Context: an optimization exercise on an open-source flow, tuned for small area, a short achievable clock period and few clock cycles per item. The choices shown serve that exercise and are no tape-out recipe. Power figures rest on the tool's default switching activity, not on a simulated workload.

==> ember: inputs <==
Design delayed_event_flag_table_unit, start of the top module:
module delayed_event_flag_table_unit (
    input  logic                              i_clk,
    input  logic                              i_rst_n,
    input  logic                              i_cfg_we,
    input  logic [defet_pkg::CFG_IDX_W-1:0]   i_cfg_idx,
    input  logic [defet_pkg::CFG_DATA_W-1:0]  i_cfg_data,
    input  logic                              i_in_valid,
    output logic                              o_in_stall,
    input  logic [1:0]                        i_func,
    input  logic [defet_pkg::ID_W-1:0]        i_event_id,
    input  logic [defet_pkg::TIME_W-1:0]      i_now_time,
    output logic                              o_out_valid,
    input  logic                              i_out_stall,
    output logic                              o_delivered,
    output logic                              o_in_range
);
    localparam int QD  = 8;        
    localparam int CAP = QD + 1;   
    defet_pkg::t_cfg cfg;
    defet_cfg_regs u_cfg (
        .i_clk      (i_clk),
        .i_rst_n    (i_rst_n),
        .i_cfg_we   (i_cfg_we),
        .i_cfg_idx  (i_cfg_idx),
        .i_cfg_data (i_cfg_data),
        .o_cfg      (cfg)
    );
    logic       r_stall;
    logic [3:0] r_owed;
    logic       r_ov;
    logic       acc;
    logic       take;
    logic [3:0] n_owed;
    assign acc    = i_in_valid && !r_stall;
    assign take   = r_ov && !i_out_stall;
    assign n_owed = r_owed + 4'(acc) - 4'(take);
    always_ff @(posedge i_clk) begin
        if (!i_rst_n) begin
            r_owed  <= '0;
            r_stall <= 1'b0;
        end else begin
            r_owed  <= n_owed;
            r_stall <= (n_owed >= 4'(CAP));
        end
    end
    logic              in_range;
    logic [15:0]       el_lo;
    logic              el_c16;
    logic              s0_v;
    logic [1:0]        s0_func;
    logic [7:0]        s0_id;
    logic              s0_inr;
  ...
clock: 7.0 ns
lec_check: 0
cap_margin: 20
core_margin: 2
core_utilization: 40
cts_cluster_diameter: 100
cts_cluster_size: 30
setup_slack_margin: 4.5
slew_margin: 20
run.sh (not shown) runs the stock make flow with config.mk's settings and CLKGATE_MAP_FILE= SYNTH_SCRIPT=/design/flow/synth_recipe.tcl, a recipe that flattens the netlist after the stock synthesis.
==> inputs of nickel, as changes to ember <==
--- a/flow/design.v
+++ b/flow/design.v
@@ -25,40 +25,37 @@
         logic [BND_W-1:0]  nodly_start;
     } t_cfg;
     localparam logic [TIME_W-1:0] LONG_DELAY_RST  = TIME_W'(60000);
     localparam logic [TIME_W-1:0] SHORT_DELAY_RST = TIME_W'(10000);
     localparam logic [BND_W-1:0]  SHORT_START_RST = BND_W'(64);
     localparam logic [BND_W-1:0]  NODLY_START_RST = BND_W'(128);
 endpackage
-module defet_add16 (
-    input  logic [15:0] i_a,
-    input  logic [15:0] i_b,
-    input  logic        i_ci,
-    output logic [15:0] o_sum,
-    output logic        o_co
+module defet_sub_time (
+    input  logic [31:0] i_a,
+    input  logic [31:0] i_b,
+    output logic [31:0] o_diff
 );
-    logic [15:0] g [5];
-    logic [15:0] p [5];
+    logic [31:0] g [6];
+    logic [31:0] p [6];
     always_comb begin
-        g[0] = i_a & i_b;
-        p[0] = i_a | i_b;
-        g[0][0] = g[0][0] | (p[0][0] & i_ci);
-        for (int l = 0; l < 4; l++) begin
-            for (int i = 0; i < 16; i++) begin
+        g[0] = i_a & ~i_b;
+        p[0] = i_a | ~i_b;
+        g[0][0] = p[0][0];   
+        for (int l = 0; l < 5; l++) begin
+            for (int i = 0; i < 32; i++) begin
                 if (((i >> l) & 1) == 1) begin
                     g[l+1][i] = g[l][i] | (p[l][i] & g[l][((i >> l) << l) - 1]);
                     p[l+1][i] = p[l][i] & p[l][((i >> l) << l) - 1];
                 end else begin
                     g[l+1][i] = g[l][i];
                     p[l+1][i] = p[l][i];
                 end
             end
         end
-        o_sum = i_a ^ i_b ^ {g[4][14:0], i_ci};
-        o_co  = g[4][15];
+        o_diff = i_a ^ ~i_b ^ {g[5][30:0], 1'b1};
     end
 endmodule
 module defet_gt_time (
     input  logic [31:0] i_a,
     input  logic [31:0] i_b,
     output logic        o_gt
 );
@@ -189,74 +186,57 @@
             r_owed  <= '0;
             r_stall <= 1'b0;
         end else begin
             r_owed  <= n_owed;
             r_stall <= (n_owed >= 4'(CAP));
         end
     end
-    logic              in_range;
-    logic [15:0]       el_lo;
-    logic              el_c16;
     logic              s0_v;
     logic [1:0]        s0_func;
     logic [7:0]        s0_id;
     logic              s0_inr;
-    logic [15:0]       s0_el_lo;
-    logic              s0_c16;
-    logic [15:0]       s0_now_hi;
+    logic [TIME_W-1:0] s0_now;
     logic [TIME_W-1:0] r_stamp;
-    assign in_range = (i_event_id[15:8] == 8'd0);
-    defet_add16 u_el_lo (
-        .i_a   (i_now_time[15:0]),
-        .i_b   (~r_stamp[15:0]),
-        .i_ci  (1'b1),
-        .o_sum (el_lo),
-        .o_co  (el_c16)
-    );
     always_ff @(posedge i_clk) begin
-        s0_v      <= i_rst_n && acc;
-        s0_func   <= i_func;
-        s0_id     <= i_event_id[7:0];
-        s0_inr    <= in_range;
-        s0_el_lo  <= el_lo;
-        s0_c16    <= el_c16;
-        s0_now_hi <= i_now_time[31:16];
+        s0_v    <= i_rst_n && acc;
+        s0_func <= i_func;
+        s0_id   <= i_event_id[7:0];
+        s0_inr  <= (i_event_id[15:8] == 8'd0);
+        s0_now  <= i_now_time;
     end
     always_ff @(posedge i_clk) begin
-        if (i_rst_n && acc && in_range && i_func == FUNC_DSET) begin
-            r_stamp <= i_now_time;
+        if (s0_v && s0_inr && s0_func == FUNC_DSET) begin
+            r_stamp <= s0_now;
         end
     end
-    logic [15:0]       el_hi;
+    logic [TIME_W-1:0] el;
     logic              s1_v;
     logic [1:0]        s1_func;
     logic [7:0]        s1_id;
     logic [15:0]       s1_lo;
     logic              s1_inr;
     logic              s1_bs;
     logic              s1_bn;
     logic [TIME_W-1:0] s1_el;
-    defet_add16 u_el_hi (
-        .i_a   (s0_now_hi),
-        .i_b   (~r_stamp[31:16]),
-        .i_ci  (s0_c16),
-        .o_sum (el_hi),
-        .o_co  ()
+    defet_sub_time u_el (
+        .i_a    (s0_now),
+        .i_b    (r_stamp),
+        .o_diff (el)
     );
     always_ff @(posedge i_clk) begin
         s1_v    <= i_rst_n && s0_v;
         s1_func <= s0_func;
         s1_id   <= s0_id;
         for (int l = 0; l < 16; l++) begin
             s1_lo[l] <= (s0_id[3:0] == 4'(l));
         end
         s1_inr  <= s0_inr;
         s1_bs   <= ({1'b0, s0_id} < cfg.short_start);
         s1_bn   <= ({1'b0, s0_id} < cfg.nodly_start);
-        s1_el   <= {el_hi, s0_el_lo};
+        s1_el   <= el;
     end
     logic       ok;
     logic       tb_p;
     logic       tb_h;
     logic       s2_v;
     logic       s2_hit;
     logic       s2_clr;
==> flow/flow/run.sh (new file) <==
#!/bin/bash
# The standard layout (the standard.sh: ORFS from the standard synthesis to
# the final layout), with two changes:
#  - the port buffers are sky130_fd_sc_hd__buf_2 cells instead of the delay
#    buffers that buffer_ports picks by default;
#  - clock tree synthesis adds no dummy loads.
# ORFS's own logs stay under orfs/logs; make's output goes to flow.log.
set -euo pipefail
export BUFFER_PORTS_ARGS="-buffer_cell sky130_fd_sc_hd__buf_2"
export CTS_ARGS="-sink_clustering_enable -repair_clock_nets -dont_use_dummy_load"
bash standard.sh > flow.log 2>&1
==> flow/standard.sh (new file) <==
#!/bin/bash
# synth_recipe.tcl (not shown) runs the flow's synth.tcl, then flattens the netlist and writes it again
# the make line also repeats each setting of config.mk as NAME=value (left out here)
make -C /OpenROAD-flow-scripts/flow DESIGN_CONFIG=/design/flow/config.mk WORK_HOME=/design/flow/orfs CLKGATE_MAP_FILE= SYNTH_SCRIPT=/design/flow/synth_recipe.tcl "${@:-finish}"
removed: flow/run.sh
==> summary of the runs <==
Against nickel, the design area of ember is lower by about 1.3%.
Clock skew: nickel is higher than ember (0.053 ns).
Of ember and nickel, nickel has the higher via count (gap 2.1%, measured against nickel).
Sequential power is about the same in nickel and ember.
==> figures <==
metric	ember	nickel
Chip height	281.4 um	282.1 um
Total of flip-flops plus latches after synthesis	786	785
Crit start category	input pin	flip-flop
Met2 wire length	40190 um	37770 um
XOR/XNOR share of the synthesized area	1.195%	1.274%
Number of resized instances in the post-cts repair step	177	47
Worst skew pair latency	0.63 ns	0.64 ns
Outcome	timing/DRC/antenna clean	timing/DRC/antenna clean
Crit Path Class	input pin to flip-flop	flip-flop to flip-flop
WL/cell	23.46 um	23.69 um
Function was not checked in any run of this note: the RTL went through the layout flow alone.

---

==> inputs of trial 28 <==
Another version of the RTL of delayed_event_flag_table_unit (not shown whole).
==> flow/design.v (excerpt) <==
module delayed_event_flag_table_unit (
    input  logic                              i_clk,
    input  logic                              i_rst_n,
    input  logic                              i_cfg_we,
    input  logic [defet_pkg::CFG_IDX_W-1:0]   i_cfg_idx,
    input  logic [defet_pkg::CFG_DATA_W-1:0]  i_cfg_data,
    input  logic                              i_in_valid,
    output logic                              o_in_stall,
    input  logic [1:0]                        i_func,
    input  logic [defet_pkg::ID_W-1:0]        i_event_id,
    input  logic [defet_pkg::TIME_W-1:0]      i_now_time,
    output logic                              o_out_valid,
    input  logic                              i_out_stall,
    output logic                              o_delivered,
    output logic                              o_in_range
);
    localparam int QD  = 8;        
    localparam int CAP = QD + 1;   
    defet_pkg::t_cfg cfg;
    defet_cfg_regs u_cfg (
        .i_clk      (i_clk),
        .i_rst_n    (i_rst_n),
        .i_cfg_we   (i_cfg_we),
        .i_cfg_idx  (i_cfg_idx),
        .i_cfg_data (i_cfg_data),
        .o_cfg      (cfg)
    );
    logic       r_stall;
    logic [3:0] r_owed;
    logic       r_ov;
    logic       acc;
    logic       take;
    logic [3:0] n_owed;
    assign acc    = i_in_valid && !r_stall;
    assign take   = r_ov && !i_out_stall;
  ...
clock: 7.0 ns
lec_check: 0
cap_margin: 20
core_margin: 2
core_utilization: 40
cts_cluster_diameter: 80
cts_cluster_size: 24
setup_slack_margin: 4.5
slew_margin: 20
Stock flow here: none of the scripts above is used.
==> build 6: changes against trial 28 <==
--- a/flow/design.v
+++ b/flow/design.v
@@ -26,57 +26,60 @@
     } t_cfg;
     localparam logic [TIME_W-1:0] LONG_DELAY_RST  = TIME_W'(60000);
     localparam logic [TIME_W-1:0] SHORT_DELAY_RST = TIME_W'(10000);
     localparam logic [BND_W-1:0]  SHORT_START_RST = BND_W'(64);
     localparam logic [BND_W-1:0]  NODLY_START_RST = BND_W'(128);
 endpackage
-module defet_carry32 (
+module defet_sub_time (
     input  logic [31:0] i_a,
     input  logic [31:0] i_b,
-    input  logic        i_ci,
-    output logic        o_co
+    output logic [31:0] o_diff
 );
     logic [31:0] g [6];
     logic [31:0] p [6];
     always_comb begin
-        g[0] = i_a & i_b;
-        p[0] = i_a | i_b;
-        g[0][0] = g[0][0] | (p[0][0] & i_ci);
+        g[0] = i_a & ~i_b;
+        p[0] = i_a | ~i_b;
+        g[0][0] = p[0][0];   
         for (int l = 0; l < 5; l++) begin
             for (int i = 0; i < 32; i++) begin
-                if (i % (2 << l) == (2 << l) - 1) begin
-                    g[l+1][i] = g[l][i] | (p[l][i] & g[l][i - (1 << l)]);
-                    p[l+1][i] = p[l][i] & p[l][i - (1 << l)];
+                if (((i >> l) & 1) == 1) begin
+                    g[l+1][i] = g[l][i] | (p[l][i] & g[l][((i >> l) << l) - 1]);
+                    p[l+1][i] = p[l][i] & p[l][((i >> l) << l) - 1];
                 end else begin
                     g[l+1][i] = g[l][i];
                     p[l+1][i] = p[l][i];
                 end
             end
         end
-        o_co = g[5][31];
+        o_diff = i_a ^ ~i_b ^ {g[5][30:0], 1'b1};
     end
 endmodule
-module defet_delay_cmp (
-    input  logic [31:0] i_now,
-    input  logic [31:0] i_stamp,
-    input  logic        i_now_ge_stamp,
-    input  logic [31:0] i_delay,
+module defet_gt_time (
+    input  logic [31:0] i_a,
+    input  logic [31:0] i_b,
     output logic        o_gt
 );
-    logic [31:0] sv;
-    logic [31:0] cv;
-    logic        co;
-    assign sv = i_now ^ ~i_stamp ^ ~i_delay;
-    assign cv = (i_now & ~i_stamp) | (i_now & ~i_delay) | (~i_stamp & ~i_delay);
-    defet_carry32 u_co (
-        .i_a  (sv),
-        .i_b  ({cv[30:0], 1'b0}),
-        .i_ci (1'b1),
-        .o_co (co)
-    );
-    assign o_gt = i_now_ge_stamp ? (co && cv[31]) : (co ^ cv[31]);
+    logic [31:0] g [6];
+    logic [31:0] p [6];
+    always_comb begin
+        g[0] = i_a & ~i_b;
+        p[0] = i_a | ~i_b;
+        for (int l = 0; l < 5; l++) begin
+            for (int i = 0; i < 32; i++) begin
+                if (i % (2 << l) == (2 << l) - 1) begin
+                    g[l+1][i] = g[l][i] | (p[l][i] & g[l][i - (1 << l)]);
+                    p[l+1][i] = p[l][i] & p[l][i - (1 << l)];
+                end else begin
+                    g[l+1][i] = g[l][i];
+                    p[l+1][i] = p[l][i];
+                end
+            end
+        end
+        o_gt = g[5][31];
+    end
 endmodule
 module defet_cfg_regs (
     input  logic                                i_clk,
     input  logic                                i_rst_n,
     input  logic                                i_cfg_we,
     input  logic [defet_pkg::CFG_IDX_W-1:0]     i_cfg_idx,
@@ -187,160 +190,169 @@
             r_stall <= (n_owed >= 4'(CAP));
         end
     end
     logic              s0_v;
     logic [1:0]        s0_func;
     logic [7:0]        s0_id;
-    logic [15:0]       s0_lo;
     logic              s0_inr;
     logic [TIME_W-1:0] s0_now;
     logic [TIME_W-1:0] r_stamp;
     always_ff @(posedge i_clk) begin
         s0_v    <= i_rst_n && acc;
         s0_func <= i_func;
         s0_id   <= i_event_id[7:0];
-        for (int l = 0; l < 16; l++) begin
-            s0_lo[l] <= (i_event_id[3:0] == 4'(l));
-        end
         s0_inr  <= (i_event_id[15:8] == 8'd0);
         s0_now  <= i_now_time;
     end
     always_ff @(posedge i_clk) begin
-        if (!i_rst_n) begin
-            r_stamp <= '0;
-        end else if (s0_v && s0_inr && s0_func == FUNC_DSET) begin
+        if (s0_v && s0_inr && s0_func == FUNC_DSET) begin
             r_stamp <= s0_now;
         end
     end
+    logic [TIME_W-1:0] el;
+    logic              s1_v;
+    logic [1:0]        s1_func;
+    logic [7:0]        s1_id;
+    logic [15:0]       s1_lo;
+    logic              s1_inr;
+    logic              s1_bs;
+    logic              s1_bn;
+    logic [TIME_W-1:0] s1_el;
+    defet_sub_time u_el (
+        .i_a    (s0_now),
+        .i_b    (r_stamp),
+        .o_diff (el)
+    );
+    always_ff @(posedge i_clk) begin
+        s1_v    <= i_rst_n && s0_v;
+        s1_func <= s0_func;
+        s1_id   <= s0_id;
+        for (int l = 0; l < 16; l++) begin
+            s1_lo[l] <= (s0_id[3:0] == 4'(l));
+        end
+        s1_inr  <= s0_inr;
+        s1_bs   <= ({1'b0, s0_id} < cfg.short_start);
+        s1_bn   <= ({1'b0, s0_id} < cfg.nodly_start);
+        s1_el   <= el;
+    end
     logic       ok;
     logic       tb_p;
     logic       tb_h;
-    logic       s1_v;
-    logic       s1_hit;
-    logic       s1_clr;
-    logic [1:0] s1_func;
-    logic [7:0] s1_id;
-    logic       s1_inr;
-    logic       s1_bn;
-    logic       s1_ok;
-    logic       s1_tbp;
-    logic       s1_tbh;
-    logic       s1_fwd;
-    logic       s1_fwp;
-    logic       s1_fwh;
+    logic       s2_v;
+    logic       s2_hit;
+    logic       s2_clr;
+    logic [1:0] s2_func;
+    logic [7:0] s2_id;
+    logic       s2_inr;
+    logic       s2_bn;
+    logic       s2_ok;
+    logic       s2_tbp;
+    logic       s2_tbh;
+    logic       s2_fwd;
+    logic       s2_fwp;
+    logic       s2_fwh;
     logic       cur_p;
     logic       cur_h;
     logic       ready;
     logic       wr_p;
     logic       wr_h;
-    logic       now_ge_stamp;
     logic       gt_long;
     logic       gt_short;
-    logic       below_short;
-    logic       below_nodly;
-    defet_carry32 u_ge (
-        .i_a  (s0_now),
-        .i_b  (~r_stamp),
-        .i_ci (1'b1),
-        .o_co (now_ge_stamp)
-    );
-    defet_delay_cmp u_gt_long (
-        .i_now          (s0_now),
-        .i_stamp        (r_stamp),
-        .i_now_ge_stamp (now_ge_stamp),
-        .i_delay        (cfg.long_delay),
-        .o_gt           (gt_long)
+    defet_gt_time u_gt_long (
+        .i_a  (s1_el),
+        .i_b  (cfg.long_delay),
+        .o_gt (gt_long)
     );
-    defet_delay_cmp u_gt_short (
-        .i_now          (s0_now),
-        .i_stamp        (r_stamp),
-        .i_now_ge_stamp (now_ge_stamp),
-        .i_delay        (cfg.short_delay),
-        .o_gt           (gt_short)
+    defet_gt_time u_gt_short (
+        .i_a  (s1_el),
+        .i_b  (cfg.short_delay),
+        .o_gt (gt_short)
     );
-    assign below_short = ({1'b0, s0_id} < cfg.short_start);
-    assign below_nodly = ({1'b0, s0_id} < cfg.nodly_start);
     always_comb begin
-        if (below_short)      ok = gt_long;
-        else if (below_nodly) ok = gt_short;
-        else                  ok = 1'b1;
-    end
-    assign cur_p = s1_fwd ? s1_fwp : s1_tbp;
-    assign cur_h = s1_fwd ? s1_fwh : s1_tbh;
-    assign ready = cur_p && (!cur_h || s1_ok);
+        if (s1_bs)      ok = gt_long;
+        else if (s1_bn) ok = gt_short;
+        else            ok = 1'b1;
+    end
+    assign cur_p = s2_fwd ? s2_fwp : s2_tbp;
+    assign cur_h = s2_fwd ? s2_fwh : s2_tbh;
+    assign ready = cur_p && (!cur_h || s2_ok);
     always_comb begin
         wr_p = cur_p;
         wr_h = cur_h;
-        case (s1_func)
+        case (s2_func)
             FUNC_SET:   wr_p = 1'b1;
             FUNC_CLEAR: wr_p = 1'b0;
             FUNC_DSET: begin
                 wr_p = 1'b1;
-                wr_h = cur_h || s1_bn;
+                wr_h = cur_h || s2_bn;
             end
             default: begin
                 if (ready) begin
                     wr_p = 1'b0;
                     wr_h = 1'b0;
                 end
             end
         endcase
-        if (s1_clr) begin
+        if (s2_clr) begin
             wr_p = 1'b0;
             wr_h = 1'b0;
         end
     end
     defet_flag_table u_table (
         .i_clk        (i_clk),
-        .i_rd_hi      (s0_id[7:4]),
-        .i_rd_lo      (s0_lo),
+        .i_rd_hi      (s1_id[7:4]),
+        .i_rd_lo      (s1_lo),
         .o_rd_pending (tb_p),
         .o_rd_holdoff (tb_h),
-        .i_wr_idx     (s1_id),
-        .i_wr_en      (s1_hit),
-        .i_wr_all     (s1_clr),
+        .i_wr_idx     (s2_id),
+        .i_wr_en      (s2_hit),
+        .i_wr_all     (s2_clr),
         .i_wr_pending (wr_p),
         .i_wr_holdoff (wr_h)
     );
     always_ff @(posedge i_clk) begin
-        s1_v    <= i_rst_n && s0_v;
-        s1_hit  <= i_rst_n && s0_v && s0_inr;
-        s1_clr  <= !i_rst_n;
-        s1_func <= s0_func;
-        s1_id   <= s0_id;
-        s1_inr  <= s0_inr;
-        s1_bn   <= below_nodly;
-        s1_ok   <= ok;
-        s1_tbp  <= tb_p;
-        s1_tbh  <= tb_h;
-        s1_fwd  <= s1_clr || (s1_hit && s0_id == s1_id);
-        s1_fwp  <= wr_p;
-        s1_fwh  <= wr_h;
+        s2_v    <= i_rst_n && s1_v;
+        s2_hit  <= i_rst_n && s1_v && s1_inr;
+        s2_clr  <= !i_rst_n;
+        s2_func <= s1_func;
+        s2_id   <= s1_id;
+        s2_inr  <= s1_inr;
+        s2_bn   <= s1_bn;
+        s2_ok   <= ok;
+        s2_tbp  <= tb_p;
+        s2_tbh  <= tb_h;
+        s2_fwd  <= s2_clr || (s2_hit && s1_id == s2_id);
+        s2_fwp  <= wr_p;
+        s2_fwh  <= wr_h;
     end
     logic [1:0] q_mem [QD];
     logic [3:0] q_wr;
     logic [3:0] q_rd;
     logic       q_empty;
     logic       r_del;
     logic       r_inr;
     assign q_empty = (q_wr == q_rd);
     always_ff @(posedge i_clk) begin
-        if (s1_v) begin
-            q_mem[q_wr[2:0]] <= {s1_hit && s1_func == FUNC_GET && ready, s1_inr};
+        if (s2_v) begin
+            q_mem[q_wr[2:0]] <= {s2_hit && s2_func == FUNC_GET && ready, s2_inr};
         end
-        if (!r_ov || !i_out_stall) begin
+    end
+    always_ff @(posedge i_clk) begin
+        if (!i_rst_n) begin
+            {r_del, r_inr} <= '0;
+        end else if (!r_ov || !i_out_stall) begin
             {r_del, r_inr} <= q_mem[q_rd[2:0]];
         end
     end
     always_ff @(posedge i_clk) begin
         if (!i_rst_n) begin
             q_wr <= '0;
             q_rd <= '0;
             r_ov <= 1'b0;
         end else begin
-            if (s1_v) begin
+            if (s2_v) begin
                 q_wr <= q_wr + 4'd1;
             end
             if (!r_ov || !i_out_stall) begin
                 r_ov <= !q_empty;
                 if (!q_empty) begin
                     q_rd <= q_rd + 4'd1;
- CTS_CLUSTER_DIAMETER: 80 -> 100
- CTS_CLUSTER_SIZE: 24 -> 30
==> summary of the runs <==
- Against trial 28, the global-route usage of build 6 is lower by 1.0 points.
- Against trial 28, the area after synthesis of build 6 is higher by about 0.56%.
- Of trial 28 and build 6, build 6 has the higher worst setup slack (gap 0.61 ns).
- Against build 6, the die area of trial 28 is smaller by 0.55%.
- In build 6 the sequential power is higher than in trial 28, by 6.5%.
- Cell count: trial 28 is larger than build 6 (1.5%).
- Of build 6 and trial 28, trial 28 has the higher synthesized cell count (gap about 1.3%, measured against trial 28).
- In build 6 the power is smaller than in trial 28, by about 1.3%.
- Of trial 28 and build 6, build 6 has the higher sequential share of layout area (gap 3.4 points).
- In build 6 the via count is smaller than in trial 28, by 2.1%.
No functional check of the RTL was part of any run of this note.

==> what the ideal ports hide <==
In the flow no input, the clock included, has a driving cell. The finished layouts below were timed again as built, in two steps. Step 1, drivers: a clkbuf_16 drives i_clk and a buf_2 each remaining input, both assumed. Step 2, shift: input delay + t, output delay - t, t = (earliest + latest rising clock arrival at the registers) / 2. This alone moves slack from input paths to output paths. Slacks: ideal ports / drivers / drivers and shift; pairs: ideal ports / drivers.
run | t, ns | setup WS [ns] | hold WS [ns] | worst setup path at the end | pins driven straight from the clock port
ember | 0.690 | 4.131 / 4.146 / 3.457 | 0.334 / 0.334 / 0.334 | input to register | 1
nickel | 0.661 | 4.391 / 4.391 / 3.985 | 0.320 / 0.320 / 0.320 | input to register | 1
trial 28 | 0.664 | 3.725 / 3.725 / 3.725 | 0.375 / 0.375 / 0.375 | register to register | 1
build 6 | 0.696 | 4.337 / 4.337 / 3.911 | 0.339 / 0.339 / 0.339 | input to register | 1
After both steps setup and hold are still met in every run listed. For ember, which loses most, drivers alone change the setup slack by +0.015 ns; drivers and shift together by -0.674 ns.
